Context: an optimization exercise on an open-source flow, tuned for a short achievable clock period and few clock cycles. The choices shown serve that exercise and are no tape-out recipe.
At most, simulation tests tie the RTL to the original design; equivalence was not proved.
For runs 1 and 2, only the layout was checked, not whether the RTL still works.
Power figures rest on the tool's default switching activity, not on a simulated workload.

<file path="flow/design.v">
package hart_pkg;
  typedef union packed {
    struct packed {
      logic [6:0] funct7;
      logic [4:0] rs2;
      logic [4:0] rs1;
      logic [2:0] funct3;
      logic [4:0] rd;
      logic [6:0] opcode;
    } r;
    struct packed {
      logic [11:0] imm;
      logic [4:0]  rs1;
      logic [2:0]  funct3;
      logic [4:0]  rd;
      logic [6:0]  opcode;
    } i;
    struct packed {
      logic [6:0] imm_hi;  
      logic [4:0] rs2;
      logic [4:0] rs1;
      logic [2:0] funct3;
      logic [4:0] imm_lo;  
      logic [6:0] opcode;
    } s;
    struct packed {
      logic       imm12;
      logic [5:0] imm10_5;
      logic [4:0] rs2;
      logic [4:0] rs1;
      logic [2:0] funct3;  
      logic [3:0] imm4_1;
      logic       imm11;
      logic [6:0] opcode;
    } b;
    struct packed {
      logic [19:0] imm;  
      logic [4:0]  rd;
      logic [6:0]  opcode;
    } u;
    struct packed {
      logic       imm20;
      logic [9:0] imm10_1;
      logic       imm11;
      logic [7:0] imm19_12;
      logic [4:0] rd;
      logic [6:0] opcode;
    } j;
  } inst_u;
  typedef enum logic [3:0] {
    ALU_ADD, ALU_SUB, ALU_SLL, ALU_SLT, ALU_SLTU, ALU_XOR,
    ALU_SRL, ALU_SRA, ALU_OR, ALU_AND,
    ALU_PASS_B  
  } alu_op_e;
  typedef enum logic [1:0] {
    WB_ALU,
    WB_MEM,
    WB_PC4  
  } wb_sel_e;
endpackage
`timescale 1ns/1ps
module hart (
  input  logic                   i_clk,
  input  logic                   i_rst,
  output logic [32-1:0]       o_imem_raddr,
  input  logic [32-1:0]       i_imem_rdata,
  output logic [32-1:0]       o_dmem_addr,
  output logic                   o_dmem_ren,
  output logic                   o_dmem_wen,
  output logic [32-1:0]       o_dmem_wdata,
  input  logic [32-1:0]       i_dmem_rdata,
  output logic                   o_retire_valid,
  output logic [32-1:0]       o_retire_inst,
  output logic                   o_retire_halt,
  output logic [32-1:0]       o_retire_pc,
  output logic [32-1:0]       o_retire_next_pc,
  output logic [5-1:0] o_retire_rd_waddr,
  output logic [32-1:0]       o_retire_rd_wdata,
  output logic [32-1:0]       o_retire_dmem_addr,
  output logic                   o_retire_dmem_ren,
  output logic                   o_retire_dmem_wen,
  output logic [32-1:0]       o_retire_dmem_rdata,
  output logic [32-1:0]       o_retire_dmem_wdata
);
  localparam int BHT_W = 5;   
  localparam int NBTB  = 8;   
  localparam int TAG_W = 12;  
  logic [32-1:0]       pc;
  logic [32-1:0]       rf [1:(1 << 5) - 1];  
  logic                   ex_valid, ex_wr, ex_load, ex_store, ex_jal, ex_back, ex_is_sum;
  logic                   ex_fa_s, ex_fa_o, ex_fb_s, ex_fb_o, ex_fs, ex_bz_s;
  logic                   ex_sel_sub, ex_sel_sll, ex_sel_slt, ex_sel_sltu;
  logic                   ex_sel_xor, ex_sel_sr, ex_sra, ex_sel_or, ex_sel_and;
  logic                   ex_c_eq, ex_c_ne, ex_c_lt, ex_c_ge, ex_c_ltu, ex_c_geu;
  logic                   ex_k_z, ex_k_nz, ex_k_n, ex_k_nn, ex_k_pos, ex_k_np, ex_k_1;
  logic [5-1:0] ex_rd;
  logic [32-1:0]       ex_pc, ex_inst, ex_opa, ex_opb, ex_sdata, ex_target, ex_pc4;
  logic                   mem_valid, mem_wr, mem_load, mem_store, mem_redir, mem_is_sum;
  logic                   mem_br, mem_jal, mem_back, mem_taken;
  logic [5-1:0] mem_rd;
  logic [32-1:0]       mem_pc, mem_inst, mem_sum, mem_oth, mem_sdata, mem_target, mem_pc4;
  logic                   wb_valid, wb_halt, wb_ren, wb_wen;
  logic [5-1:0] wb_rd;
  logic [32-1:0]       wb_pc, wb_inst, wb_npc, wb_wdata, wb_addr, wb_rdata, wb_sdata;
  logic [32-1:0]       mem_res, mem_val;
  assign mem_res = mem_is_sum ? mem_sum : mem_oth;
  assign mem_val = mem_load ? i_dmem_rdata : mem_res;
  logic ex_live, ex_live_wr;
  assign ex_live    = ex_valid && !mem_redir;
  assign ex_live_wr = ex_wr && !mem_redir;
  logic [NBTB-1:0]  btb_v, btb_jal, btb_back;
  logic [TAG_W-1:0] btb_tag [0:NBTB-1];
  logic [32-1:0] btb_tgt [0:NBTB-1];
  logic [$clog2(NBTB)-1:0] btb_ptr;
  logic [1:0]       bht [0:(1 << BHT_W) - 1];
  logic [1:0]       lp_v, lp_tv;
  logic [TAG_W-1:0] lp_tag  [0:1];
  logic [3:0]       lp_trip [0:1];
  logic [3:0]       lp_cur  [0:1];
  logic             lp_ptr;
  logic [NBTB-1:0]  f_hit, f_take;
  logic             disagree, lp_exit, f_taken;
  logic [32-1:0] f_tgt, pc4;
  assign disagree = bht[pc[BHT_W+1:2]][1];
  assign lp_exit  = (lp_v[0] && lp_tv[0] && lp_tag[0] == pc[TAG_W+1:2] && lp_cur[0] == lp_trip[0]) ||
                    (lp_v[1] && lp_tv[1] && lp_tag[1] == pc[TAG_W+1:2] && lp_cur[1] == lp_trip[1]);
  always_comb begin
    f_tgt = '0;
    for (int i = 0; i < NBTB; i++) begin
      f_hit[i]  = btb_v[i] && btb_tag[i] == pc[TAG_W+1:2];
      f_take[i] = f_hit[i] && (btb_jal[i] || (btb_back[i] ? !(disagree || lp_exit) : disagree));
      f_tgt     = f_tgt | ({32{f_hit[i]}} & btb_tgt[i]);
    end
  end
  assign f_taken = |f_take;
  logic [31:13] pcb_inc, pcb_dec;
  logic [31:21] pcj_inc, pcj_dec;
  assign pc4[2:0] = {~pc[2], pc[1:0]};
  for (genvar i = 3; i < 32; i++) begin : g_pc4
    assign pc4[i] = pc[i] ^ (&pc[i-1:2]);
  end
  assign pcb_inc[13] = ~pc[13];
  assign pcb_dec[13] = ~pc[13];
  for (genvar i = 14; i < 32; i++) begin : g_pcb
    assign pcb_inc[i] = pc[i] ^ (&pc[i-1:13]);
    assign pcb_dec[i] = pc[i] ^ ~(|pc[i-1:13]);
  end
  assign pcj_inc[21] = ~pc[21];
  assign pcj_dec[21] = ~pc[21];
  for (genvar i = 22; i < 32; i++) begin : g_pcj
    assign pcj_inc[i] = pc[i] ^ (&pc[i-1:21]);
    assign pcj_dec[i] = pc[i] ^ ~(|pc[i-1:21]);
  end
  logic [32-1:0]       inst;
  logic [6:0]             opc;
  logic [2:0]             f3;
  logic [5-1:0] rd, rs1, rs2;
  logic                   is_op, is_opimm, is_lui, is_auipc, is_load, is_store, is_branch, is_jal;
  logic                   is_alu, writes, use1, use2, hit1, hit2, br_z, ld_stall, br_stall;
  logic [32-1:0]       imm_i, imm_s, imm_b, imm_u, imm_j, btarget, jtarget;
  logic [32-1:0]       rf1, rf2, rs1_val, rs2_val, opa, opb;
  logic [13:0]            blo;
  logic [21:0]            jlo;
  logic [31:13]           bhi;
  logic [31:21]           jhi;
  logic                   alt_bit, stall, bubble;
  assign o_imem_raddr = pc;  
  assign inst = i_imem_rdata;
  assign opc  = inst[6:0];
  assign f3   = inst[14:12];
  assign rd   = inst[11:7];
  assign rs1  = inst[19:15];
  assign rs2  = inst[24:20];
  assign is_op     = opc == 7'b0110011;
  assign is_opimm  = opc == 7'b0010011;
  assign is_lui    = opc == 7'b0110111;
  assign is_auipc  = opc == 7'b0010111;
  assign is_load   = opc == 7'b0000011;
  assign is_store  = opc == 7'b0100011;
  assign is_branch = opc == 7'b1100011;
  assign is_jal    = opc == 7'b1101111;
  assign is_alu    = is_op || is_opimm;
  assign writes = (is_alu || is_lui || is_auipc || is_load || is_jal) && rd != '0;
  assign use1   = is_alu || is_load || is_store;
  assign use2   = is_op;
  assign imm_i = {{20{inst[31]}}, inst[31:20]};
  assign imm_s = {{20{inst[31]}}, inst[31:25], inst[11:7]};
  assign imm_b = {{19{inst[31]}}, inst[31], inst[7], inst[30:25], inst[11:8], 1'b0};
  assign imm_u = {inst[31:12], 12'b0};
  assign imm_j = {{11{inst[31]}}, inst[31], inst[19:12], inst[20], inst[30:21], 1'b0};
  assign blo = {1'b0, pc[12:0]} + {1'b0, imm_b[12:0]};
  assign jlo = {1'b0, pc[20:0]} + {1'b0, imm_j[20:0]};
  assign bhi = ({19{ imm_b[12] && !blo[13]}} & pcb_dec)
             | ({19{!imm_b[12] &&  blo[13]}} & pcb_inc)
             | ({19{imm_b[12] == blo[13]}}   & pc[31:13]);
  assign jhi = ({11{ imm_j[20] && !jlo[21]}} & pcj_dec)
             | ({11{!imm_j[20] &&  jlo[21]}} & pcj_inc)
             | ({11{imm_j[20] == jlo[21]}}   & pc[31:21]);
  assign btarget = {bhi, blo[12:0]};
  assign jtarget = {jhi, jlo[20:0]};
  assign rf1 = (rs1 == '0) ? '0 : rf[rs1];
  assign rf2 = (rs2 == '0) ? '0 : rf[rs2];
  assign rs1_val = (mem_wr && mem_rd == rs1) ? mem_val : rf1;
  assign rs2_val = (mem_wr && mem_rd == rs2) ? mem_val : rf2;
  always_comb begin
    if (is_auipc || is_jal) opa = pc;
    else if (is_lui)        opa = '0;
    else                    opa = rs1_val;
    if (is_op || is_branch)      opb = rs2_val;
    else if (is_jal)             opb = 32'(4);
    else if (is_lui || is_auipc) opb = imm_u;
    else if (is_store)           opb = imm_s;
    else                         opb = imm_i;
  end
  assign hit1 = ex_live_wr && ex_rd == rs1;
  assign hit2 = ex_live_wr && ex_rd == rs2;
  assign br_z = is_branch && !ex_load && ((hit1 && rs2 == '0) || (hit2 && rs1 == '0));
  assign ld_stall = ex_load && ((use1 && hit1) || (use2 && hit2) || (is_branch && (hit1 || hit2)));
  assign br_stall = is_branch && (hit1 || hit2) && !br_z;
  assign stall    = ld_stall || br_stall;
  assign bubble   = i_rst || stall;
  assign alt_bit = inst[30];
  always_ff @(posedge i_clk) begin
    if (bubble) begin
      ex_valid  <= 1'b0;
      ex_wr     <= 1'b0;
      ex_load   <= 1'b0;
      ex_store  <= 1'b0;
      ex_jal    <= 1'b0;
      ex_c_eq   <= 1'b0;
      ex_c_ne   <= 1'b0;
      ex_c_lt   <= 1'b0;
      ex_c_ge   <= 1'b0;
      ex_c_ltu  <= 1'b0;
      ex_c_geu  <= 1'b0;
      ex_k_z    <= 1'b0;
      ex_k_nz   <= 1'b0;
      ex_k_n    <= 1'b0;
      ex_k_nn   <= 1'b0;
      ex_k_pos  <= 1'b0;
      ex_k_np   <= 1'b0;
      ex_k_1    <= 1'b0;
    end else begin
      ex_valid  <= 1'b1;
      ex_wr     <= writes;
      ex_load   <= is_load;
      ex_store  <= is_store;
      ex_jal    <= is_jal;
      ex_c_eq   <= is_branch && !br_z && f3 == 3'b000;
      ex_c_ne   <= is_branch && !br_z && f3 == 3'b001;
      ex_c_lt   <= is_branch && !br_z && f3 == 3'b100;
      ex_c_ge   <= is_branch && !br_z && f3 == 3'b101;
      ex_c_ltu  <= is_branch && !br_z && f3 == 3'b110;
      ex_c_geu  <= is_branch && !br_z && f3 == 3'b111;
      ex_k_z    <= br_z && (f3 == 3'b000 || (rs1 == '0 && f3 == 3'b111));
      ex_k_nz   <= br_z && (f3 == 3'b001 || (rs1 == '0 && f3 == 3'b110));
      ex_k_n    <= br_z && rs2 == '0 && f3 == 3'b100;
      ex_k_nn   <= br_z && rs2 == '0 && f3 == 3'b101;
      ex_k_pos  <= br_z && rs1 == '0 && f3 == 3'b100;
      ex_k_np   <= br_z && rs1 == '0 && f3 == 3'b101;
      ex_k_1    <= br_z && rs2 == '0 && f3 == 3'b111;
    end
  end
  always_ff @(posedge i_clk) begin
    ex_pc     <= pc;
    ex_inst   <= inst;
    ex_rd     <= rd;
    ex_back   <= inst[31];
    ex_opa    <= opa;
    ex_opb    <= opb;
    ex_sdata  <= rs2_val;
    ex_target <= ({32{is_jal}} & jtarget) | ({32{!is_jal}} & btarget);
    ex_pc4    <= pc4;
    ex_fa_s   <= use1 && hit1 && ex_is_sum;
    ex_fa_o   <= use1 && hit1 && !ex_is_sum;
    ex_fb_s   <= use2 && hit2 && ex_is_sum;
    ex_fb_o   <= use2 && hit2 && !ex_is_sum;
    ex_fs     <= hit2;
    ex_bz_s   <= ex_is_sum;
    ex_is_sum   <= !is_alu || (f3 == 3'b000 && !(is_op && alt_bit));
    ex_sel_sub  <= is_op && f3 == 3'b000 && alt_bit;
    ex_sel_sll  <= is_alu && f3 == 3'b001;
    ex_sel_slt  <= is_alu && f3 == 3'b010;
    ex_sel_sltu <= is_alu && f3 == 3'b011;
    ex_sel_xor  <= is_alu && f3 == 3'b100;
    ex_sel_sr   <= is_alu && f3 == 3'b101;
    ex_sra      <= alt_bit;
    ex_sel_or   <= is_alu && f3 == 3'b110;
    ex_sel_and  <= is_alu && f3 == 3'b111;
  end
  logic [32-1:0] a, b, s, v, sum, dif, shl, shr, oth;
  logic             eq, lt, ltu, slt_u, slt_s, z, n, cond, need_t;
  logic             eq_t, eq_4, redirect, r_t, r_4;
  logic [32-1:0] fetch_next, pc_t, pc_4;
  assign a = ({32{ex_fa_s}} & mem_sum) | ({32{ex_fa_o}} & mem_oth) |
             ({32{!(ex_fa_s || ex_fa_o)}} & ex_opa);
  assign b = ({32{ex_fb_s}} & mem_sum) | ({32{ex_fb_o}} & mem_oth) |
             ({32{!(ex_fb_s || ex_fb_o)}} & ex_opb);
  assign s = ex_fs ? mem_val : ex_sdata;
  assign sum = a + b;
  assign dif = a - b;
  assign slt_u = a < b;
  assign slt_s = slt_u ^ a[31] ^ b[31];
  assign shl   = a << b[4:0];
  assign shr   = $unsigned($signed({ex_sra && a[31], a}) >>> b[4:0]);
  assign oth = ({32{ex_sel_sub}}  & dif)
             | ({32{ex_sel_sll}}  & shl)
             | ({32{ex_sel_slt}}  & 32'(slt_s))
             | ({32{ex_sel_sltu}} & 32'(slt_u))
             | ({32{ex_sel_xor}}  & (a ^ b))
             | ({32{ex_sel_sr}}   & shr)
             | ({32{ex_sel_or}}   & (a | b))
             | ({32{ex_sel_and}}  & (a & b));
  assign eq  = ex_opa == ex_opb;
  assign ltu = ex_opa < ex_opb;
  assign lt  = ltu ^ ex_opa[31] ^ ex_opb[31];
  assign v = ex_bz_s ? mem_sum : mem_oth;
  assign z = v == '0;
  assign n = v[31];
  assign cond = (ex_c_eq && eq) || (ex_c_ne && !eq) || (ex_c_lt && lt) ||
                (ex_c_ge && !lt) || (ex_c_ltu && ltu) || (ex_c_geu && !ltu) ||
                (ex_k_z && z) || (ex_k_nz && !z) || (ex_k_n && n) || (ex_k_nn && !n) ||
                (ex_k_pos && !n && !z) || (ex_k_np && (n || z)) || ex_k_1;
  assign need_t   = ex_jal || cond;
  assign eq_t     = pc == ex_target;
  assign eq_4     = pc == ex_pc4;
  assign r_t      = ex_live && !eq_t;
  assign r_4      = ex_live && !eq_4;
  assign redirect = need_t ? r_t : r_4;
  always_comb begin
    if (i_rst)        fetch_next = 32'h0000_0000;
    else if (stall)   fetch_next = pc;
    else if (f_taken) fetch_next = f_tgt;
    else              fetch_next = pc4;
    pc_t = (r_t && !i_rst) ? ex_target : fetch_next;
    pc_4 = (r_4 && !i_rst) ? ex_pc4 : fetch_next;
  end
  always_ff @(posedge i_clk) begin
    pc <= need_t ? pc_t : pc_4;
  end
  always_ff @(posedge i_clk) begin
    if (i_rst) begin
      mem_valid <= 1'b0;
      mem_wr    <= 1'b0;
      mem_load  <= 1'b0;
      mem_store <= 1'b0;
      mem_br    <= 1'b0;
      mem_jal   <= 1'b0;
      mem_redir <= 1'b0;
    end else begin
      mem_valid <= ex_live;
      mem_wr    <= ex_live_wr;
      mem_load  <= ex_load && !mem_redir;
      mem_store <= ex_store && !mem_redir;
      mem_br    <= !mem_redir && (ex_c_eq || ex_c_ne || ex_c_lt || ex_c_ge || ex_c_ltu ||
                                  ex_c_geu || ex_k_z || ex_k_nz || ex_k_n || ex_k_nn ||
                                  ex_k_pos || ex_k_np || ex_k_1);
      mem_jal   <= ex_jal && !mem_redir;
      mem_redir <= redirect;
    end
  end
  always_ff @(posedge i_clk) begin
    mem_pc     <= ex_pc;
    mem_inst   <= ex_inst;
    mem_rd     <= ex_rd;
    mem_is_sum <= ex_is_sum;
    mem_sum    <= sum;
    mem_oth    <= oth;
    mem_sdata  <= s;
    mem_target <= ex_target;
    mem_pc4    <= ex_pc4;
    mem_taken  <= need_t;
    mem_back   <= ex_back;
  end
  assign o_dmem_addr  = mem_sum;
  assign o_dmem_ren   = mem_load;
  assign o_dmem_wen   = mem_store;
  assign o_dmem_wdata = mem_sdata;
  always_ff @(posedge i_clk) begin
    if (mem_wr) rf[mem_rd] <= mem_val;
  end
  logic [NBTB-1:0]  u_hit;
  logic [1:0]       l_hit;
  logic [BHT_W-1:0] bidx;
  always_comb begin
    for (int i = 0; i < NBTB; i++) u_hit[i] = btb_v[i] && btb_tag[i] == mem_pc[TAG_W+1:2];
    for (int i = 0; i < 2; i++)    l_hit[i] = lp_v[i] && lp_tag[i] == mem_pc[TAG_W+1:2];
  end
  assign bidx = mem_pc[BHT_W+1:2];
  always_ff @(posedge i_clk) begin
    if (i_rst) begin
      btb_v   <= '0;
      btb_ptr <= '0;
    end else if ((mem_br || mem_jal) && mem_taken && u_hit == '0) begin
      btb_v[btb_ptr]    <= 1'b1;
      btb_jal[btb_ptr]  <= mem_jal;
      btb_back[btb_ptr] <= mem_back;
      btb_tag[btb_ptr]  <= mem_pc[TAG_W+1:2];
      btb_tgt[btb_ptr]  <= mem_target;
      btb_ptr           <= btb_ptr + 1'b1;
    end
  end
  always_ff @(posedge i_clk) begin
    if (i_rst) begin
      for (int i = 0; i < (1 << BHT_W); i++) bht[i] <= 2'd1;
    end else if (mem_br) begin
      if (mem_taken == mem_back) begin
        if (bht[bidx] != 2'd0) bht[bidx] <= bht[bidx] - 2'd1;
      end else begin
        if (bht[bidx] != 2'd3) bht[bidx] <= bht[bidx] + 2'd1;
      end
    end
  end
  always_ff @(posedge i_clk) begin
    if (i_rst) begin
      lp_v   <= 2'b00;
      lp_ptr <= 1'b0;
    end else if (mem_br && mem_back) begin
      if (l_hit == 2'b00) begin
        lp_v[lp_ptr]   <= 1'b1;
        lp_tv[lp_ptr]  <= 1'b0;
        lp_tag[lp_ptr] <= mem_pc[TAG_W+1:2];
        lp_cur[lp_ptr] <= mem_taken ? 4'd1 : 4'd0;
        lp_ptr         <= !lp_ptr;
      end else begin
        for (int i = 0; i < 2; i++) begin
          if (l_hit[i]) begin
            if (mem_taken) begin
              if (lp_cur[i] != 4'd15) lp_cur[i] <= lp_cur[i] + 4'd1;
            end else begin
              lp_tv[i]   <= 1'b1;
              lp_trip[i] <= lp_cur[i];
              lp_cur[i]  <= 4'd0;
            end
          end
        end
      end
    end
  end
  always_ff @(posedge i_clk) begin
    if (i_rst) begin
      wb_valid <= 1'b0;
      wb_halt  <= 1'b0;
      wb_ren   <= 1'b0;
      wb_wen   <= 1'b0;
    end else begin
      wb_valid <= mem_valid;
      wb_halt  <= mem_valid && mem_inst == 32'h0010_0073;
      wb_ren   <= mem_load;
      wb_wen   <= mem_store;
    end
  end
  always_ff @(posedge i_clk) begin
    wb_pc    <= mem_pc;
    wb_inst  <= mem_inst;
    wb_npc   <= mem_taken ? mem_target : mem_pc4;
    wb_rd    <= mem_wr ? mem_rd : '0;
    wb_wdata <= mem_val;
    wb_addr  <= mem_sum;
    wb_rdata <= i_dmem_rdata;
    wb_sdata <= mem_sdata;
  end
  assign o_retire_valid      = wb_valid;
  assign o_retire_inst       = wb_inst;
  assign o_retire_halt       = wb_halt;
  assign o_retire_pc         = wb_pc;
  assign o_retire_next_pc    = wb_npc;
  assign o_retire_rd_waddr   = wb_rd;
  assign o_retire_rd_wdata   = wb_wdata;
  assign o_retire_dmem_addr  = wb_addr;
  assign o_retire_dmem_ren   = wb_ren;
  assign o_retire_dmem_wen   = wb_wen;
  assign o_retire_dmem_rdata = wb_rdata;
  assign o_retire_dmem_wdata = wb_sdata;
endmodule
</file>
<file path="flow/run.sh">
#!/bin/bash
# synth_recipe.tcl (not shown) runs the flow's synth.tcl, then flattens the netlist and writes it again
# the make line also repeats each setting of config.mk as NAME=value (left out here)
make -C /OpenROAD-flow-scripts/flow DESIGN_CONFIG=/design/flow/config.mk WORK_HOME=/design/flow/orfs CLKGATE_MAP_FILE= SYNTH_SCRIPT=/design/flow/synth_recipe.tcl finish
</file>
<file path="flow/config.mk">
export PLATFORM = sky130hd
export DESIGN_NAME = hart
export DESIGN_NICKNAME = hart
export VERILOG_FILES = /design/flow/design.v
export SDC_FILE = /design/flow/constraint.sdc
export NUM_CORES = 4
export LEC_CHECK = 0
export ABC_CLOCK_PERIOD_IN_PS = 3000
export CAP_MARGIN = 20
export CORE_MARGIN = 2
export CORE_UTILIZATION = 40
export PLACE_DENSITY = 0.6
export SETUP_SLACK_MARGIN = 5
export SLEW_MARGIN = 20
</file>
<file path="flow/constraint.sdc">
create_clock -name core_clock -period 8.0 [get_ports {i_clk}]
set_input_delay 1.6000 -clock core_clock [delete_from_list [all_inputs] [get_ports {i_clk}]]
set_output_delay 1.6000 -clock core_clock [all_outputs]
set_load 0.01 [all_outputs]
</file>
==> implementation parameters, run 1 <==
Parameter                              Value

Synth
  Number of register bits inferred by synthesis ... between 2000 and 2500
  Synthesized-area fraction occupied by xor and xnor cells ... 0.0385
  Yosys cell types ... 97
  Net count of the mapped netlist ... just under 8000
  Main synth FF type ... sky130_fd_sc_hd__edfxtp_1
  Post-synthesis average cell area ... 13.5 um2
  Synth Area in Compound Gates ... 0.0961
  Dominant combinational cell family by area after synthesis ... multiplexers
  Share of synthesized area occupied by flip-flops and latches ... 0.584
  Multiplexer area fraction after synthesis ... 0.159
  Number of instances in the synthesized netlist ... 7505
  Synth async-reset ratio ... 0
  Number of enable-type register cells in the synthesized netlist ... 1466
  Total number of yosys warnings ... 2
  Area share of and/or/nand/nor cells after synthesis ... 0.0690
  Adder-Cell Fraction of Synth Area ... 0.0240
  Mapped cell area ... about 100000 um2

Route
  Vias ... 76462
  Met3 wire length ... about 42 mm
  DR top layer ... met5
  Number of nets with antenna violations after detailed routing ... 0
  Routed length on met2 ... around 190 mm
  Drt first pass iters ... 8
  Routed length on met1 ... roughly 150 mm
  Via count normalized by instance count ... approximately 6.3
  Detailed router's first-iteration violation count ... 10816
  Routed wirelength normalized by instance count ... between 30 and 40 um
  DRC ... 0
  Final wirelength ... 413 mm

Timing
  Relative max-transition margin ... 0.228
  Unrepaired setup endpoints after global routing ... true
  Slew at the pin closest to its max-slew limit ... 1160 ps
  Max Transition Viols Final ... 0
  Highest achievable clock rate ... 0.251 GHz
  Final cycle utilization of the critical path ... 0.498
  Number of setup violations in the final report ... 0
  Final hold violations ... 0
  Period minus WS final ... about 4000 ps
  Worst Skew ... between 100 and 150 ps
  Setup TNS ... 0 ps

Clocking
  Total clock buffers created by CTS ... 229
  TritonCTS clock tree ... done
  Maximum clock insertion buffer count ... 3
  Count of H-tree levels built during CTS ... 4
  Clock network latency to the later pin of the worst-skew pair ... 950 ps
  Clk pin slew, worst setup/hold paths ... about 70 ps
  Number of sinks on the clock net ... 2230
  Buffer type at the clock tree root ... sky130_fd_sc_hd__clkbuf_16

Cells and area
  Footprint of the flip-flops and latches ... ~60000 um2
  Filler Cells Inserted ... between 20000 and 25000
  Share of the core filled with cells in the final layout ... 0.532
  Synthesis-to-layout area growth ... 32.0%
  Final Instance Count excl. Fillers ... about 12000
  Commonest non-fill, non-tap cells in the layout ... 1466 x sky130_fd_sc_hd__edfxtp_1, 539 x sky130_fd_sc_hd__dfxtp_1, 515 x sky130_fd_sc_hd__buf_4, 502 x sky130_fd_sc_hd__mux4_2, 353 x sky130_fd_sc_hd__buf_6
  Area occupied by multi-input gates ... 44900 um2
  Most common cell after layout, fill and taps aside ... sky130_fd_sc_hd__edfxtp_1
  Nets ... around 9000
  Share of cells above drive strength 1 ... 0.385

Worst setup path
  WS Path Type ... register to register
  Reg-to-Reg Start ... ex_fa_s
  Crit path capture type ... register
  CP max FO ... 8
  Worst EP required ... 8770 ps
  Worst R2R End ... mem_sum[30]
  Worst reg2reg setup slack ... around 4000 ps
  Critical path data arrival time ... ~4800 ps
  Number of cells traversed by the worst register-to-register path ... 17
  Critical Path Source Type ... register

Floorplanning
  Die Span X ... between 500 and 600 um
  Row cnt ... 184
  Placeable Area ... approximately 250000 um2
  Vertical die dimension ... a little over 500 um
  Starting utilization of the core area ... 0.403
  Die area ... 258000 um2
  I/O Pins ... ~400

Power and ir drop
  Total power draw ... about 32 mW
  Power share of the clock group ... 0.350
  Share of power burned in registers ... 0.441
  Internal power component ... ~23 mW
  Worst VDD drop ... around 0.00019 V
  Combinational share of power ... 0.209
  Power density relative to cell area ... between 200 and 250 nW/um2
  Power spent charging and discharging nets ... approximately 9.4 mW
  Leakage power summed over all cells ... between 40 and 50 nW
  Share of total power consumed by net switching ... 0.293

Hold path
  Startpoint of the most critical hold path ... ex_pc[9]
  Type of the worst min-delay path ... register to register
  Endpoint of the worst hold path ... mem_pc[9]
  Number of instances on the worst hold path ... 0

Placed design
  Final weighted congestion of routability-driven global placement ... 0.946
  Placed Cells ... roughly 11000
  Dpl hpwl ... roughly 230 mm
  Port-buffer cells ... between 300 and 400

Global route
  Pin count of the biggest net entering global routing ... 54
  GR Util All Layers ... 0.303
  Global-route wire length before repair ... 556 mm
  Number of antenna violations at the first check in global routing ... 29
  Overflow left after global routing ... 0
  Vias in the first global route ... ~73000

Run status
  Outcome ... timing/DRC/antenna clean

Job
  Max-cap violations ... 0
cells by family after synthesis:
family / Yosys count
muxes: 969
AOI/OAI and AO/OA: 1445
adders and majority gates: 192
DFF: 2230
and+or+nand+nor: 1453
xor gates and xnor gates: 446
buffers and inverters: 770
layer usage:
metal | GRT usage | up-vias
met1 | 0.382 | 38690
met3 | 0.0658 | 1400
met4 | 0.194 | 12
met5 | 0 | -
met2 | 0.473 | 5220
li1 | - | 31140
timing repair:
item,4_1_cts,5_1_grt
hold endpoints to repair,0,0
gates resized for setup,2789,658
gates cloned,96,30
pin swaps,237,252
setup buffers,422,229
setup endpoints to repair,1144,778
hold buffers,0,0
area by class of cell:
class,instances,share of cell area
Multi-Input combinational cell,4515,0.335
Inverter,251,0.00808
Tap cell,3348,0.0313
Antenna cell,15,0.000280
Timing Repair Buffer,1358,0.119
Sequential cell,2230,0.446
Clock buffer,315,0.0495
Clock inverter,123,0.0102
Timing Repair inverter,4,0.000336
critical path: stages (launching register included):
cell                       delay [ps]
sky130_fd_sc_hd__dfxtp_4          350
sky130_fd_sc_hd__buf_12           140
sky130_fd_sc_hd__a22oi_2          300
sky130_fd_sc_hd__nand2_8          110
sky130_fd_sc_hd__buf_6            140
sky130_fd_sc_hd__ha_4             170
sky130_fd_sc_hd__fa_2             370
sky130_fd_sc_hd__nor2b_4          140
sky130_fd_sc_hd__o211ai_1         230
sky130_fd_sc_hd__buf_4            200
sky130_fd_sc_hd__a31oi_4          100
sky130_fd_sc_hd__nand3b_1         310
sky130_fd_sc_hd__a221oi_4         370
sky130_fd_sc_hd__o311a_1          230
sky130_fd_sc_hd__a211oi_2         100
sky130_fd_sc_hd__a41o_1           240
sky130_fd_sc_hd__o211ai_1         220
sky130_fd_sc_hd__xnor2_1          130
sequential cells by signal, indices dropped and copies added (netlist names), 31 cells and up:
register    count
ex_pc4         32
btb_tag        96
ex_inst        31
ex_target      32
ex_opb         32
mem_oth        32
wb_inst        32
rf            992
mem_sdata      32
ex_opa         32
wb_sdata       32
bht            64
wb_npc         32
wb_wdata       32
wb_rdata       32
mem_sum        32
btb_tgt       256
mem_pc4        32
mem_target     32
ex_sdata       32
pc             32
wb_pc          32
wb_addr        32
mem_inst       31
power groups by stage:
stage | Clock (mW) | Combinational (mW) | Sequential (mW)
after floorplan | 0 | 2.62 | 14.2
after global placement | 0 | 4.80 | 14.4
after detailed placement | 0 | 4.87 | 14.4
after CTS | 11.3 | 6.08 | 14.1
after global routing | 11.8 | 6.94 | 14.2
final | 11.2 | 6.70 | 14.1
metrics by stage:
step	hold slack (ps)	cell area [um2]	setup WS, ps
after floorplan	309	104000	3310
after global placement	310	110000	1980
after detailed placement	312	110000	2090
after CTS	320	129000	4220
after global routing	327	134000	3990
final	320	134000	4010
synth_stat cells, types with 10 or more instances:
cell | n | area share
sky130_fd_sc_hd__nand3_1 | 115 | 0.0057
sky130_fd_sc_hd__o21bai_1 | 17 | 0.0013
sky130_fd_sc_hd__and3_1 | 28 | 0.0017
sky130_fd_sc_hd__clkbuf_1 | 392 | 0.014
sky130_fd_sc_hd__nor2b_1 | 36 | 0.0022
sky130_fd_sc_hd__o21a_1 | 19 | 0.0014
sky130_fd_sc_hd__nor3_1 | 92 | 0.0045
sky130_fd_sc_hd__and2_1 | 34 | 0.0021
sky130_fd_sc_hd__mux2_2 | 112 | 0.012
sky130_fd_sc_hd__a21oi_1 | 315 | 0.016
sky130_fd_sc_hd__nand4_1 | 101 | 0.0062
sky130_fd_sc_hd__xor2_1 | 190 | 0.016
sky130_fd_sc_hd__or2_2 | 16 | 0.00099
sky130_fd_sc_hd__mux4_2 | 502 | 0.11
sky130_fd_sc_hd__a22oi_1 | 154 | 0.011
sky130_fd_sc_hd__inv_1 | 247 | 0.0091
sky130_fd_sc_hd__a21o_1 | 101 | 0.0075
sky130_fd_sc_hd__ha_1 | 188 | 0.023
sky130_fd_sc_hd__o21ai_0 | 300 | 0.015
sky130_fd_sc_hd__dfxtp_1 | 764 | 0.15
sky130_fd_sc_hd__edfxtp_1 | 1466 | 0.43
sky130_fd_sc_hd__nand2b_1 | 25 | 0.0015
sky130_fd_sc_hd__a221o_1 | 16 | 0.0016
sky130_fd_sc_hd__xnor2_1 | 256 | 0.022
sky130_fd_sc_hd__a2111oi_0 | 22 | 0.0019
sky130_fd_sc_hd__a31oi_1 | 24 | 0.0015
sky130_fd_sc_hd__nand2_1 | 364 | 0.013
sky130_fd_sc_hd__buf_2 | 31 | 0.0015
sky130_fd_sc_hd__a22o_1 | 106 | 0.0091
sky130_fd_sc_hd__nor3b_1 | 34 | 0.0025
sky130_fd_sc_hd__nor4_1 | 73 | 0.0045
sky130_fd_sc_hd__a211oi_1 | 20 | 0.0015
sky130_fd_sc_hd__o31ai_1 | 10 | 0.00074
sky130_fd_sc_hd__o22ai_1 | 76 | 0.0047
sky130_fd_sc_hd__or3_1 | 32 | 0.0020
sky130_fd_sc_hd__buf_1 | 82 | 0.0030
sky130_fd_sc_hd__nor2_1 | 448 | 0.017
sky130_fd_sc_hd__mux2i_1 | 354 | 0.035
sky130_fd_sc_hd__a21boi_0 | 12 | 0.00089
sky130_fd_sc_hd__a211o_1 | 12 | 0.0010
sky130_fd_sc_hd__o211ai_1 | 54 | 0.0040
sky130_fd_sc_hd__a221oi_1 | 85 | 0.0073
sky130_fd_sc_hd__nand3b_1 | 12 | 0.00089
worst max path at each step:
stage                     startpoint       endpoint  cells after the start  slack (ps)
detailed placement  i_imem_rdata[22]  ex_target[27]                     20        2090
global placement    i_imem_rdata[22]  ex_target[27]                     20        1980
CTS                 i_imem_rdata[21]  ex_target[30]                     20        4220
global route                 ex_fa_s    mem_sum[30]                     17        3990
finish                       ex_fa_s    mem_sum[30]                     17        4010
floorplan           i_imem_rdata[22]  ex_target[26]                     22        3310
==> run 2: changes to the inputs <==
--- a/flow/design.v
+++ b/flow/design.v
@@ -83,5 +83,4 @@
   output logic [32-1:0]       o_retire_dmem_wdata
 );
-  localparam int BHT_W = 5;   
   localparam int NBTB  = 8;   
   localparam int TAG_W = 12;  
@@ -90,4 +89,5 @@
   logic                   ex_valid, ex_wr, ex_load, ex_store, ex_jal, ex_back, ex_is_sum;
   logic                   ex_fa_s, ex_fa_o, ex_fb_s, ex_fb_o, ex_fs, ex_bz_s;
+  logic                   ex_ga_s, ex_ga_o, ex_gb_s, ex_gb_o;
   logic                   ex_sel_sub, ex_sel_sll, ex_sel_slt, ex_sel_sltu;
   logic                   ex_sel_xor, ex_sel_sr, ex_sra, ex_sel_or, ex_sel_and;
@@ -95,5 +95,5 @@
   logic                   ex_k_z, ex_k_nz, ex_k_n, ex_k_nn, ex_k_pos, ex_k_np, ex_k_1;
   logic [5-1:0] ex_rd;
-  logic [32-1:0]       ex_pc, ex_inst, ex_opa, ex_opb, ex_sdata, ex_target, ex_pc4;
+  logic [32-1:0]       ex_pc, ex_inst, ex_opa, ex_opb, ex_sdata, ex_btgt, ex_jtgt, ex_pc4;
   logic                   mem_valid, mem_wr, mem_load, mem_store, mem_redir, mem_is_sum;
   logic                   mem_br, mem_jal, mem_back, mem_taken;
@@ -112,6 +112,6 @@
   logic [TAG_W-1:0] btb_tag [0:NBTB-1];
   logic [32-1:0] btb_tgt [0:NBTB-1];
+  logic [1:0]       btb_ctr [0:NBTB-1];
   logic [$clog2(NBTB)-1:0] btb_ptr;
-  logic [1:0]       bht [0:(1 << BHT_W) - 1];
   logic [1:0]       lp_v, lp_tv;
   logic [TAG_W-1:0] lp_tag  [0:1];
@@ -120,7 +120,6 @@
   logic             lp_ptr;
   logic [NBTB-1:0]  f_hit, f_take;
-  logic             disagree, lp_exit, f_taken;
+  logic             lp_exit, f_taken;
   logic [32-1:0] f_tgt, pc4;
-  assign disagree = bht[pc[BHT_W+1:2]][1];
   assign lp_exit  = (lp_v[0] && lp_tv[0] && lp_tag[0] == pc[TAG_W+1:2] && lp_cur[0] == lp_trip[0]) ||
                     (lp_v[1] && lp_tv[1] && lp_tag[1] == pc[TAG_W+1:2] && lp_cur[1] == lp_trip[1]);
@@ -129,5 +128,6 @@
     for (int i = 0; i < NBTB; i++) begin
       f_hit[i]  = btb_v[i] && btb_tag[i] == pc[TAG_W+1:2];
-      f_take[i] = f_hit[i] && (btb_jal[i] || (btb_back[i] ? !(disagree || lp_exit) : disagree));
+      f_take[i] = f_hit[i] && (btb_jal[i] || (btb_back[i] ? !(btb_ctr[i][1] || lp_exit)
+                                                           : btb_ctr[i][1]));
       f_tgt     = f_tgt | ({32{f_hit[i]}} & btb_tgt[i]);
     end
@@ -157,5 +157,5 @@
   logic [5-1:0] rd, rs1, rs2;
   logic                   is_op, is_opimm, is_lui, is_auipc, is_load, is_store, is_branch, is_jal;
-  logic                   is_alu, writes, use1, use2, hit1, hit2, br_z, ld_stall, br_stall;
+  logic                   is_alu, is_sum, writes, use1, use2, hit1, hit2, br_z, ld_stall, br_stall;
   logic [32-1:0]       imm_i, imm_s, imm_b, imm_u, imm_j, btarget, jtarget;
   logic [32-1:0]       rf1, rf2, rs1_val, rs2_val, opa, opb;
@@ -221,4 +221,5 @@
   assign bubble   = i_rst || stall;
   assign alt_bit = inst[30];
+  assign is_sum  = !is_alu || (f3 == 3'b000 && !(is_op && alt_bit));
   always_ff @(posedge i_clk) begin
     if (bubble) begin
@@ -270,13 +271,18 @@
     ex_opb    <= opb;
     ex_sdata  <= rs2_val;
-    ex_target <= ({32{is_jal}} & jtarget) | ({32{!is_jal}} & btarget);
+    ex_btgt   <= btarget;
+    ex_jtgt   <= jtarget;
     ex_pc4    <= pc4;
-    ex_fa_s   <= use1 && hit1 && ex_is_sum;
-    ex_fa_o   <= use1 && hit1 && !ex_is_sum;
-    ex_fb_s   <= use2 && hit2 && ex_is_sum;
-    ex_fb_o   <= use2 && hit2 && !ex_is_sum;
+    ex_fa_s   <= use1 && hit1 && ex_is_sum && is_sum;
+    ex_fa_o   <= use1 && hit1 && !ex_is_sum && is_sum;
+    ex_fb_s   <= use2 && hit2 && ex_is_sum && is_sum;
+    ex_fb_o   <= use2 && hit2 && !ex_is_sum && is_sum;
+    ex_ga_s   <= use1 && hit1 && ex_is_sum && !is_sum;
+    ex_ga_o   <= use1 && hit1 && !ex_is_sum && !is_sum;
+    ex_gb_s   <= use2 && hit2 && ex_is_sum && !is_sum;
+    ex_gb_o   <= use2 && hit2 && !ex_is_sum && !is_sum;
     ex_fs     <= hit2;
     ex_bz_s   <= ex_is_sum;
-    ex_is_sum   <= !is_alu || (f3 == 3'b000 && !(is_op && alt_bit));
+    ex_is_sum   <= is_sum;
     ex_sel_sub  <= is_op && f3 == 3'b000 && alt_bit;
     ex_sel_sll  <= is_alu && f3 == 3'b001;
@@ -289,7 +295,8 @@
     ex_sel_and  <= is_alu && f3 == 3'b111;
   end
-  logic [32-1:0] a, b, s, v, sum, dif, shl, shr, oth;
+  logic [32-1:0] a, b, ga, gb, s, v, sum, dif, shl, shr, oth;
   logic             eq, lt, ltu, slt_u, slt_s, z, n, cond, need_t;
   logic             eq_t, eq_4, redirect, r_t, r_4;
+  logic [32-1:0] ex_target;
   logic [32-1:0] fetch_next, pc_t, pc_4;
   assign a = ({32{ex_fa_s}} & mem_sum) | ({32{ex_fa_o}} & mem_oth) |
@@ -297,19 +304,23 @@
   assign b = ({32{ex_fb_s}} & mem_sum) | ({32{ex_fb_o}} & mem_oth) |
              ({32{!(ex_fb_s || ex_fb_o)}} & ex_opb);
+  assign ga = ({32{ex_ga_s}} & mem_sum) | ({32{ex_ga_o}} & mem_oth) |
+              ({32{!(ex_ga_s || ex_ga_o)}} & ex_opa);
+  assign gb = ({32{ex_gb_s}} & mem_sum) | ({32{ex_gb_o}} & mem_oth) |
+              ({32{!(ex_gb_s || ex_gb_o)}} & ex_opb);
   assign s = ex_fs ? mem_val : ex_sdata;
   assign sum = a + b;
-  assign dif = a - b;
-  assign slt_u = a < b;
-  assign slt_s = slt_u ^ a[31] ^ b[31];
-  assign shl   = a << b[4:0];
-  assign shr   = $unsigned($signed({ex_sra && a[31], a}) >>> b[4:0]);
+  assign dif = ga - gb;
+  assign slt_u = ga < gb;
+  assign slt_s = slt_u ^ ga[31] ^ gb[31];
+  assign shl   = ga << gb[4:0];
+  assign shr   = $unsigned($signed({ex_sra && ga[31], ga}) >>> gb[4:0]);
   assign oth = ({32{ex_sel_sub}}  & dif)
              | ({32{ex_sel_sll}}  & shl)
              | ({32{ex_sel_slt}}  & 32'(slt_s))
              | ({32{ex_sel_sltu}} & 32'(slt_u))
-             | ({32{ex_sel_xor}}  & (a ^ b))
+             | ({32{ex_sel_xor}}  & (ga ^ gb))
              | ({32{ex_sel_sr}}   & shr)
-             | ({32{ex_sel_or}}   & (a | b))
-             | ({32{ex_sel_and}}  & (a & b));
+             | ({32{ex_sel_or}}   & (ga | gb))
+             | ({32{ex_sel_and}}  & (ga & gb));
   assign eq  = ex_opa == ex_opb;
   assign ltu = ex_opa < ex_opb;
@@ -323,5 +334,6 @@
                 (ex_k_pos && !n && !z) || (ex_k_np && (n || z)) || ex_k_1;
   assign need_t   = ex_jal || cond;
-  assign eq_t     = pc == ex_target;
+  assign ex_target = ex_jal ? ex_jtgt : ex_btgt;
+  assign eq_t      = ex_jal ? pc == ex_jtgt : pc == ex_btgt;
   assign eq_4     = pc == ex_pc4;
   assign r_t      = ex_live && !eq_t;
@@ -382,10 +394,8 @@
   logic [NBTB-1:0]  u_hit;
   logic [1:0]       l_hit;
-  logic [BHT_W-1:0] bidx;
   always_comb begin
     for (int i = 0; i < NBTB; i++) u_hit[i] = btb_v[i] && btb_tag[i] == mem_pc[TAG_W+1:2];
     for (int i = 0; i < 2; i++)    l_hit[i] = lp_v[i] && lp_tag[i] == mem_pc[TAG_W+1:2];
   end
-  assign bidx = mem_pc[BHT_W+1:2];
   always_ff @(posedge i_clk) begin
     if (i_rst) begin
@@ -398,15 +408,15 @@
       btb_tag[btb_ptr]  <= mem_pc[TAG_W+1:2];
       btb_tgt[btb_ptr]  <= mem_target;
+      btb_ctr[btb_ptr]  <= (mem_back || mem_jal) ? 2'd0 : 2'd2;
       btb_ptr           <= btb_ptr + 1'b1;
-    end
-  end
-  always_ff @(posedge i_clk) begin
-    if (i_rst) begin
-      for (int i = 0; i < (1 << BHT_W); i++) bht[i] <= 2'd1;
     end else if (mem_br) begin
-      if (mem_taken == mem_back) begin
-        if (bht[bidx] != 2'd0) bht[bidx] <= bht[bidx] - 2'd1;
-      end else begin
-        if (bht[bidx] != 2'd3) bht[bidx] <= bht[bidx] + 2'd1;
+      for (int i = 0; i < NBTB; i++) begin
+        if (u_hit[i]) begin
+          if (mem_taken == mem_back) begin
+            if (btb_ctr[i] != 2'd0) btb_ctr[i] <= btb_ctr[i] - 2'd1;
+          end else begin
+            if (btb_ctr[i] != 2'd3) btb_ctr[i] <= btb_ctr[i] + 2'd1;
+          end
+        end
       end
     end
==> implementation parameters, run 2 <==
Parameter                              Value

Run status
  Outcome ... timing/DRC/antenna clean (unchanged)

Synth
  Synth async-reset ratio ... 0 (unchanged)
  Yosys cell types ... 95 (was 97)
  Mapped cell area ... 102000 um2 (about the same)
  Net count of the mapped netlist ... 7962 (was 7763)
  Number of register bits inferred by synthesis ... 2216 (was 2230)
  Cells taking the most area after synthesis ... sky130_fd_sc_hd__edfxtp_1 42%, sky130_fd_sc_hd__dfxtp_1 16%, sky130_fd_sc_hd__mux4_2 11% (was sky130_fd_sc_hd__edfxtp_1 43%, sky130_fd_sc_hd__dfxtp_1 15%, sky130_fd_sc_hd__mux4_2 11%)
  Number of instances in the synthesized netlist ... 7671 (was 7505)
  Cell with the most instances after synthesis ... sky130_fd_sc_hd__edfxtp_1 (unchanged)
  Post-synthesis average cell area ... 13.3 um2 (was 13.5 um2)
  Commonest cells in the netlist ... 1418 x sky130_fd_sc_hd__edfxtp_1, 798 x sky130_fd_sc_hd__dfxtp_1, 491 x sky130_fd_sc_hd__nand2_1 (was 1466 x sky130_fd_sc_hd__edfxtp_1, 764 x sky130_fd_sc_hd__dfxtp_1, 502 x sky130_fd_sc_hd__mux4_2)
  Share of synthesized area occupied by flip-flops and latches ... 0.576 (was 0.584)
  Library cell with the largest summed area after synthesis ... sky130_fd_sc_hd__edfxtp_1 (unchanged)
  Synth top area share ... 0.419 (was 0.433)
  Number of enable-type register cells in the synthesized netlist ... 1418 (was 1466)
  Total number of yosys warnings ... 2 (unchanged)
  Main synth FF type ... sky130_fd_sc_hd__edfxtp_1 (unchanged)

Cells and area
  Summed area of non-filler cells in the final layout ... 136000 um2 (was 134000 um2)
  Registers with the most flip-flops ... rf x992, btb_tgt x256, btb_tag x96 (unchanged)
  Share of the core filled with cells in the final layout ... 0.537 (was 0.532)
  Top register by number of flip-flops ... rf (unchanged)
  Commonest non-fill, non-tap cells in the layout ... 1418 x sky130_fd_sc_hd__edfxtp_1, 590 x sky130_fd_sc_hd__dfxtp_1, 543 x sky130_fd_sc_hd__buf_4, 481 x sky130_fd_sc_hd__mux4_2, 471 x sky130_fd_sc_hd__nand2_1 (was 1466 x sky130_fd_sc_hd__edfxtp_1, 539 x sky130_fd_sc_hd__dfxtp_1, 515 x sky130_fd_sc_hd__buf_4, 502 x sky130_fd_sc_hd__mux4_2, 353 x sky130_fd_sc_hd__buf_6)
  Share of cells above drive strength 1 ... 0.385 (about the same)
  Nets ... 9109 (was 8847)
  Max FFs per register ... 992 (unchanged)
  Synthesis-to-layout area growth ... 34.0% (was 32.0%)
  Most common cell after layout, fill and taps aside ... sky130_fd_sc_hd__edfxtp_1 (unchanged)

Clocking
  Maximum clock insertion buffer count ... 3 (unchanged)
  Number of buffers added to fix hold violations after cts ... 0 (unchanged)
  Total clock buffers created by CTS ... 229 (unchanged)
  Clock network latency to the later pin of the worst-skew pair ... 960 ps (was 950 ps)
  Count of H-tree levels built during CTS ... 4 (unchanged)
  TritonCTS clock tree ... done (unchanged)
  Buffer type at the clock tree root ... sky130_fd_sc_hd__clkbuf_16 (unchanged)
  Number of sinks on the clock net ... 2216 (was 2230)
  Clk pin slew, worst setup/hold paths ... 70 ps (about the same)

Worst setup path
  Critical path data arrival time ... 4690 ps (was 4760 ps)
  Crit path capture type ... register (unchanged)
  WS Path Type ... register to register (unchanged)
  Critical Path Source Type ... register (unchanged)
  CP max FO ... 5 (was 8)
  Worst EP required ... 8830 ps (was 8770 ps)

Timing
  Final cycle utilization of the critical path ... 0.482 (was 0.498)
  Number of setup violations in the final report ... 0 (unchanged)
  Setup TNS ... 0 ps (unchanged)
  Period minus WS final ... 3860 ps (was 3990 ps)
  Worst Skew ... 115 ps (was 107 ps)
  Worst Setup Slack, final ... 4140 ps (was 4010 ps)
  Slew at the pin closest to its max-slew limit ... 1080 ps (was 1160 ps)
  Highest achievable clock rate ... 0.259 GHz (was 0.251 GHz)
  Unrepaired setup endpoints after global routing ... true (unchanged)
  Final hold violations ... 0 (unchanged)
  Relative max-transition margin ... 0.280 (was 0.228)
  Max Transition Viols Final ... 0 (unchanged)

Power and ir drop
  Combinational share of power ... 0.296 (was 0.209)
  Internal power component ... 25.2 mW (was 22.7 mW)
  Power density relative to cell area ... 277 nW/um2 (was 239 nW/um2)
  Share of total power consumed by net switching ... 0.331 (was 0.293)
  Leakage power summed over all cells ... 50.4 nW (was 49.3 nW)
  Power share of the clock group ... 0.303 (was 0.350)
  Power spent charging and discharging nets ... 12.5 mW (was 9.41 mW)
  Share of power burned in registers ... 0.401 (was 0.441)
  Worst VDD drop ... 0.000266 V (was 0.000187 V)

Floorplanning
  Starting utilization of the core area ... 0.401 (was 0.403)
  Die area ... 258000 um2 (about the same)
  Vertical die dimension ... 508 um (about the same)
  Die Span X ... 508 um (about the same)
  I/O Pins ... 397 (unchanged)
  Placeable Area ... 253000 um2 (was 252000 um2)
  Row cnt ... 185 (was 184)

Job
  Max-cap violations ... 0 (unchanged)

Route
  Number of nets with antenna violations after detailed routing ... 0 (unchanged)
  Drt first pass iters ... 6 (was 8)
  Final wirelength ... 426 mm (was 413 mm)
  Via count normalized by instance count ... 6.28 (was 6.29)
  Routed wirelength normalized by instance count ... 34.3 um (was 33.9 um)
  DRC ... 0 (unchanged)
  Vias ... 77913 (was 76462)
  Detailed router's first-iteration violation count ... 10847 (was 10816)

Placed design
  Port-buffer cells ... 396 (unchanged)
  Instance area at placement ... 111000 um2 (was 110000 um2)
  Dpl hpwl ... 237 mm (was 228 mm)
  Setup WS pre-CTS ... 2640 ps (was 2090 ps)
  Final weighted congestion of routability-driven global placement ... 0.959 (was 0.946)

Global route
  Number of antenna violations at the first check in global routing ... 34 (was 29)
  Vias in the first global route ... 74138 (was 72998)
  Global-route wire length before repair ... 570 mm (was 556 mm)
  GR Util All Layers ... 0.312 (was 0.303)
  Overflow left after global routing ... 0 (unchanged)
  Pin count of the biggest net entering global routing ... 63 (was 54)

Hold path
  Type of the worst min-delay path ... register to register (unchanged)
-- run 2: path summary, 6_finish.rpt --
kind,slack [ps],from,endpoint,cells past startpoint
max,4140,ex_fa_s,mem_sum[31],16
min reg2reg,280,ex_inst[19],mem_inst[19],0
max reg2reg,4140,ex_fa_s,mem_sum[31],16
min,280,ex_inst[19],mem_inst[19],0
-- run 2: metal layers --
| metal | GRT usage | wire length (um) | vias to the layer above |
|---|---|---|---|
| li1 | - | - | 31861 |
| met1 | 0.390 | 153000 | 39452 |
| met2 | 0.489 | 194000 | 5203 |
| met3 | 0.0679 | 43000 | 1383 |
| met4 | 0.204 | 35600 | 14 |
| met5 | 0 | 98 | - |
-- run 2: final cells by class --
cell class	instances	area, um2
Sequential cell	2216	59100
Tap cell	3366	4210
Fill cell	20247	117000
Multi-Input combinational cell	4682	46500
Clock buffer	301	6480
Timing Repair Buffer	1414	17000
Antenna cell	14	35.0
Clock inverter	136	1710
Inverter	274	1150
Timing Repair inverter	1	11.3
-- run 2: critical path, stage by stage, from the launching register on --
cell and delay (ps):
sky130_fd_sc_hd__dfxtp_4 350, sky130_fd_sc_hd__buf_12 130, sky130_fd_sc_hd__nor2_4 130, sky130_fd_sc_hd__buf_12 130
sky130_fd_sc_hd__nand2_4 60, sky130_fd_sc_hd__nand2_4 90, sky130_fd_sc_hd__ha_4 200, sky130_fd_sc_hd__a211o_1 310
sky130_fd_sc_hd__or3_1 360, sky130_fd_sc_hd__o21ba_4 210, sky130_fd_sc_hd__a21o_1 180, sky130_fd_sc_hd__o21a_1 220
sky130_fd_sc_hd__a31o_1 280, sky130_fd_sc_hd__o41a_1 370, sky130_fd_sc_hd__a211o_1 360, sky130_fd_sc_hd__a21oi_4 240
sky130_fd_sc_hd__xnor2_1 140
-- run 2: logic make-up (layout without fill, tap and decap cells) --
logic type      Yosys count  after routing  share of synthesized area
compound gates         1552           1556                      0.103
buf+inv                 784           2126                     0.0312
simple gates           1500           1507                     0.0691
xor+xnor                448            448                     0.0386
flops                  2216           2216                      0.576
mux                     946            946                      0.154
other cells               0             14                          0
fa+ha+maj               225            225                     0.0280
-- run 2: repair_timing --
item	4_1_cts	5_1_grt
gates resized for setup	2914	552
pin swaps	246	266
buffers inserted	489	192
endpoints found under the setup margin	1401	785
cloned	107	42
-- run 2: power groups by stage --
| stage | Combinational, mW | Clock, mW | Sequential (mW) |
|---|---|---|---|
| 6_report | 11.2 | 11.4 | 15.1 |
| 5_1_grt | 11.5 | 12.0 | 15.2 |
| 3_3_place_gp | 7.52 | 0 | 15.5 |
| 3_5_place_dp | 7.61 | 0 | 15.6 |
| 2_1_floorplan | 4.27 | 0 | 15.1 |
| 4_1_cts | 10.2 | 11.5 | 15.1 |
-- run 2: metrics by stage --
stage	total power [mW]	std cells	hold WS, ps
floorplan	19.3	7671	310
global placement	23.1	11118	310
detailed placement	23.2	11119	312
CTS	36.8	12152	289
global route	38.7	12393	291
finish	37.7	12404	277
==> run 3: changes to the inputs <==
--- a/flow/design.v
+++ b/flow/design.v
@@ -113,5 +113,5 @@
   logic [32-1:0] btb_tgt [0:NBTB-1];
   logic [1:0]       btb_ctr [0:NBTB-1];
-  logic [$clog2(NBTB)-1:0] btb_ptr;
+  logic [2:0]       btb_ptr;  
   logic [1:0]       lp_v, lp_tv;
   logic [TAG_W-1:0] lp_tag  [0:1];
--- a/flow/config.mk
+++ b/flow/config.mk
@@ -13,2 +13,3 @@
 export SETUP_SLACK_MARGIN = 5
 export SLEW_MARGIN = 20
+export TNS_END_PERCENT = 10
==> implementation parameters, run 3 <==
Parameter                              Value

Worst setup path
  Family with the most delay on the worst path ... simple AND/OR/NAND/NOR gates (was compound AO/OA/AOI/OAI gates)
  Reg-to-Reg Start ... mem_wr (was ex_fa_s)
  Critical path data arrival time ... 4370 ps (was 4690 ps)
  CP max FO ... 19 (was 5)
  Crit path capture type ... register (unchanged)
  Number of cells traversed by the worst register-to-register path ... 4 (was 16)
  Worst reg2reg setup slack ... 4140 ps (about the same)
  Worst path depth ... 4 (was 16)
  Worst EP required ... 8510 ps (was 8830 ps)
  WS Path Type ... register to register (unchanged)
  Critical Path Source Type ... register (unchanged)
  Cell with the biggest individual delay on the critical path ... sky130_fd_sc_hd__nor2_4 (was sky130_fd_sc_hd__o41a_1)
  WP buf/inv ... 1 (was 2)
  Worst R2R End ... rf[9][20] (was mem_sum[31])
  CP Cell Sequence ... and2_1 > nand2b_1 > nor2_4 > buf_4 (was buf_12 > nor2_4 > buf_12 > nand2_4 > nand2_4 > ha_4 > a211o_1 > or3_1 > o21ba_4 > a21o_1 > o21a_1 > a31o_1 > o41a_1 > a211o_1 > a21oi_4 > xnor2_1)
  Worst path max stage delay ... 920 ps (was 370 ps)

Power and ir drop
  Total power draw ... 37.1 mW (was 37.7 mW)
  Worst VDD drop ... 0.000309 V (was 0.000266 V)
  Power density relative to cell area ... 283 nW/um2 (was 277 nW/um2)
  Leakage power summed over all cells ... 48.2 nW (was 50.4 nW)

Cells and area
  Most common cell after layout, fill and taps aside ... sky130_fd_sc_hd__edfxtp_1 (unchanged)
  Share of the core filled with cells in the final layout ... 0.518 (was 0.537)
  Footprint of the flip-flops and latches ... 58900 um2 (was 59100 um2)
  Final Instance Count excl. Fillers ... 12279 (was 12404)
  Registers with the most flip-flops ... rf x992, btb_tgt x256, btb_tag x96 (unchanged)
  Commonest non-fill, non-tap cells in the layout ... 1418 x sky130_fd_sc_hd__edfxtp_1, 684 x sky130_fd_sc_hd__dfxtp_1, 564 x sky130_fd_sc_hd__buf_4, 481 x sky130_fd_sc_hd__mux4_2, 479 x sky130_fd_sc_hd__nand2_1 (was 1418 x sky130_fd_sc_hd__edfxtp_1, 590 x sky130_fd_sc_hd__dfxtp_1, 543 x sky130_fd_sc_hd__buf_4, 481 x sky130_fd_sc_hd__mux4_2, 471 x sky130_fd_sc_hd__nand2_1)
  Area occupied by multi-input gates ... 44000 um2 (was 46500 um2)
  Synthesis-to-layout area growth ... 29.1% (was 34.0%)
  Max FFs per register ... 992 (unchanged)
  Filler Cells Inserted ... 20999 (was 20247)
  Top register by number of flip-flops ... rf (unchanged)
  Share of cells above drive strength 1 ... 0.296 (was 0.385)
  Nets ... 8969 (was 9109)

Timing
  Highest achievable clock rate ... 0.259 GHz (about the same)
  Final cycle utilization of the critical path ... 0.483 (was 0.482)
  Worst Skew ... 92.9 ps (was 115 ps)
  Number of setup violations in the final report ... 0 (unchanged)
  Slew at the pin closest to its max-slew limit ... 1320 ps (was 1080 ps)
  Max Transition Viols Final ... 0 (unchanged)
  Relative max-transition margin ... 0.123 (was 0.280)
  Worst Setup Slack, final ... 4140 ps (about the same)
  Setup TNS ... 0 ps (unchanged)
  Final hold violations ... 0 (unchanged)
  Period minus WS final ... 3860 ps (about the same)
  Unrepaired setup endpoints after global routing ... true (unchanged)

Hold path
  Startpoint of the most critical hold path ... ex_inst[18] (was ex_inst[19])
  Type of the worst min-delay path ... register to register (unchanged)
  Endpoint of the worst hold path ... mem_inst[18] (was mem_inst[19])
  Number of instances on the worst hold path ... 0 (unchanged)

Run status
  Outcome ... timing/DRC/antenna clean (unchanged)

Clocking
  Clock network latency to the later pin of the worst-skew pair ... 960 ps (about the same)
  Number of sinks on the clock net ... 2216 (unchanged)
  Buffer type at the clock tree root ... sky130_fd_sc_hd__clkbuf_16 (unchanged)
  TritonCTS clock tree ... done (unchanged)
  Total clock buffers created by CTS ... 232 (was 229)
  Count of H-tree levels built during CTS ... 4 (unchanged)
  Clk pin slew, worst setup/hold paths ... 60 ps (was 70 ps)
  Maximum clock insertion buffer count ... 3 (unchanged)
  Number of buffers added to fix hold violations after cts ... 0 (unchanged)

Synth
  Yosys cell types ... 95 (unchanged)
  Commonest cells in the netlist ... 1418 x sky130_fd_sc_hd__edfxtp_1, 798 x sky130_fd_sc_hd__dfxtp_1, 491 x sky130_fd_sc_hd__nand2_1 (unchanged)
  Synth top area share ... 0.419 (unchanged)
  Adder-Cell Fraction of Synth Area ... 0.0280 (unchanged)
  Library cell with the largest summed area after synthesis ... sky130_fd_sc_hd__edfxtp_1 (unchanged)
  Number of enable-type register cells in the synthesized netlist ... 1418 (unchanged)
  Net count of the mapped netlist ... 7962 (unchanged)
  Post-synthesis average cell area ... 13.3 um2 (unchanged)
  Cell with the most instances after synthesis ... sky130_fd_sc_hd__edfxtp_1 (unchanged)
  Synth async-reset ratio ... 0 (unchanged)
  Number of instances in the synthesized netlist ... 7671 (unchanged)
  Dominant combinational cell family by area after synthesis ... multiplexers (unchanged)
  Main synth FF type ... sky130_fd_sc_hd__edfxtp_1 (unchanged)
  Share of synthesized area occupied by flip-flops and latches ... 0.576 (unchanged)
  Total number of yosys warnings ... 2 (unchanged)
  Number of register bits inferred by synthesis ... 2216 (unchanged)
  Mapped cell area ... 102000 um2 (unchanged)
  Cells taking the most area after synthesis ... sky130_fd_sc_hd__edfxtp_1 42%, sky130_fd_sc_hd__dfxtp_1 16%, sky130_fd_sc_hd__mux4_2 11% (unchanged)
  Synthesized-area fraction occupied by xor and xnor cells ... 0.0386 (unchanged)
  Multiplexer area fraction after synthesis ... 0.154 (unchanged)
  Area share of and/or/nand/nor cells after synthesis ... 0.0691 (unchanged)
  Synth Area in Compound Gates ... 0.103 (unchanged)

Route
  Via count normalized by instance count ... 6.25 (was 6.28)
  Detailed router's first-iteration violation count ... 11284 (was 10847)
  Drt first pass iters ... 10 (was 6)
  Final wirelength ... 411 mm (was 426 mm)
  Vias ... 76701 (was 77913)
  Routed wirelength normalized by instance count ... 33.5 um (was 34.3 um)
  Number of nets with antenna violations after detailed routing ... 0 (unchanged)
  DRC ... 0 (unchanged)

Global route
  GR Util All Layers ... 0.297 (was 0.312)
  Overflow left after global routing ... 0 (unchanged)
  Met3 Use GR ... 0.0576 (was 0.0679)
  Met2 track demand over resource in global routing ... 0.468 (was 0.489)
  Global-route wire length before repair ... 547 mm (was 570 mm)
  Pin count of the biggest net entering global routing ... 68 (was 63)
  Gr busiest metal ... met2 (unchanged)
  Met1 usage in global routing ... 0.378 (was 0.390)
  Number of antenna violations at the first check in global routing ... 31 (was 34)
  Vias in the first global route ... 72243 (was 74138)

Floorplanning
  Vertical die dimension ... 508 um (unchanged)
  Die area ... 258000 um2 (unchanged)
  Row cnt ... 185 (unchanged)
  Die Span X ... 508 um (unchanged)
  Starting utilization of the core area ... 0.401 (unchanged)
  I/O Pins ... 397 (unchanged)
  Placeable Area ... 253000 um2 (unchanged)

Placed design
  Final weighted congestion of routability-driven global placement ... 0.967 (was 0.959)
  Dpl hpwl ... 239 mm (was 237 mm)
  Port-buffer cells ... 396 (unchanged)
  Setup WS pre-CTS ... 1910 ps (was 2640 ps)
  Placed Cells ... 11129 (was 11119)

Job
  Max-cap violations ... 0 (unchanged)
## run 3: cell counts after synthesis
Identical to the previous run, type by type.
## run 3: where the power goes
| part | internal [mW] | switching, mW | leakage (nW) |
|---|---|---|---|
| clock | 6.35 | 4.85 | 3.86 |
| sequential | 14.1 | 1.11 | 19.5 |
| combinational | 4.56 | 6.10 | 24.9 |
## run 3: what timing repair did
| action | CTS | global route |
|---|---|---|
| resized for setup | 762 | 874 |
| setup endpoints to repair | 1574 | 1544 |
| buffers inserted | 273 | 302 |
| cloned | 56 | 45 |
| pin swaps | 159 | 144 |
## run 3: kinds of logic (layout without fill, tap and decap cells)
group	count (synthesis)	after routing
DFF	2216	2216
muxes	946	946
xor gates and xnor gates	448	448
AOI/OAI and AO/OA	1552	1552
buffers and inverters	784	1997
adders and majority gates	225	225
other	0	25
and+or+nand+nor	1500	1504
## run 3: layout make-up
class	count	share of cell area
clock inverter	125	0.0114
inverter	274	0.00874
antenna	25	0.000477
clock buffer	319	0.0495
multi-input combinational	4675	0.335
timing repair buffer	1277	0.113
tap	3366	0.0321
timing repair inverter	2	0.000143
sequential	2216	0.449
## run 3: how the worst max path moves through the flow
stage	start	endpoint	slack (ps)
5_1_grt	ex_fb_o	mem_sum[31]	4100
6_report	mem_wr	rf[9][20]	4140
3_3_place_gp	i_imem_rdata[10]	ex_btgt[18]	1860
2_1_floorplan	i_imem_rdata[22]	ex_jtgt[31]	3550
4_1_cts	pc[21]	o_imem_raddr[21]	4130
3_5_place_dp	i_imem_rdata[10]	ex_btgt[16]	1910
## run 3: layer usage
metal | wire length [um] | up-vias
li1 | - | 31587
met1 | 151000 | 39014
met2 | 188000 | 4870
met3 | 41000 | 1218
met4 | 31300 | 12
met5 | 81 | -
## run 3: stage by stage
stage                     hold slack (ps)  cell area (um2)
after floorplan                       310           102000
after global placement                310           110000
after detailed placement              312           110000
after CTS                             293           125000
after global routing                  312           131000
final                                 291           131000
Testbench counts of run 3, summed over its fixed seeds: cycles 124,071.

what the ideal ports hide:
Ports are ideal in the flow. The routed layouts listed here were re-timed in OpenROAD.
Step 1, drivers: a clkbuf_16 drives i_clk and a buf_2 each remaining input, both assumed.
Step 2 also shifts input and output timing later by t, the mid clock arrival at the registers, as if the neighbouring blocks saw the same clock.
Three values: no drivers, after step 1, after step 2; two values: the first two.
run | t, ns | setup slack, ns | worst register clock-pin slew, ns | pins driven straight from the clock port
run 1 | 0.989 | 4.013 / 4.013 / 3.032 | 0.07 / 0.07 | 1
run 2 | 1.002 | 4.143 / 4.126 / 3.124 | 0.09 / 0.09 | 1
run 3 | 1.010 | 4.139 / 4.084 / 3.073 | 0.07 / 0.07 | 1
After both steps every run listed still meets setup and hold. For run 3, which loses most, drivers alone change the setup slack by -0.055 ns; drivers and shift together by -1.066 ns.
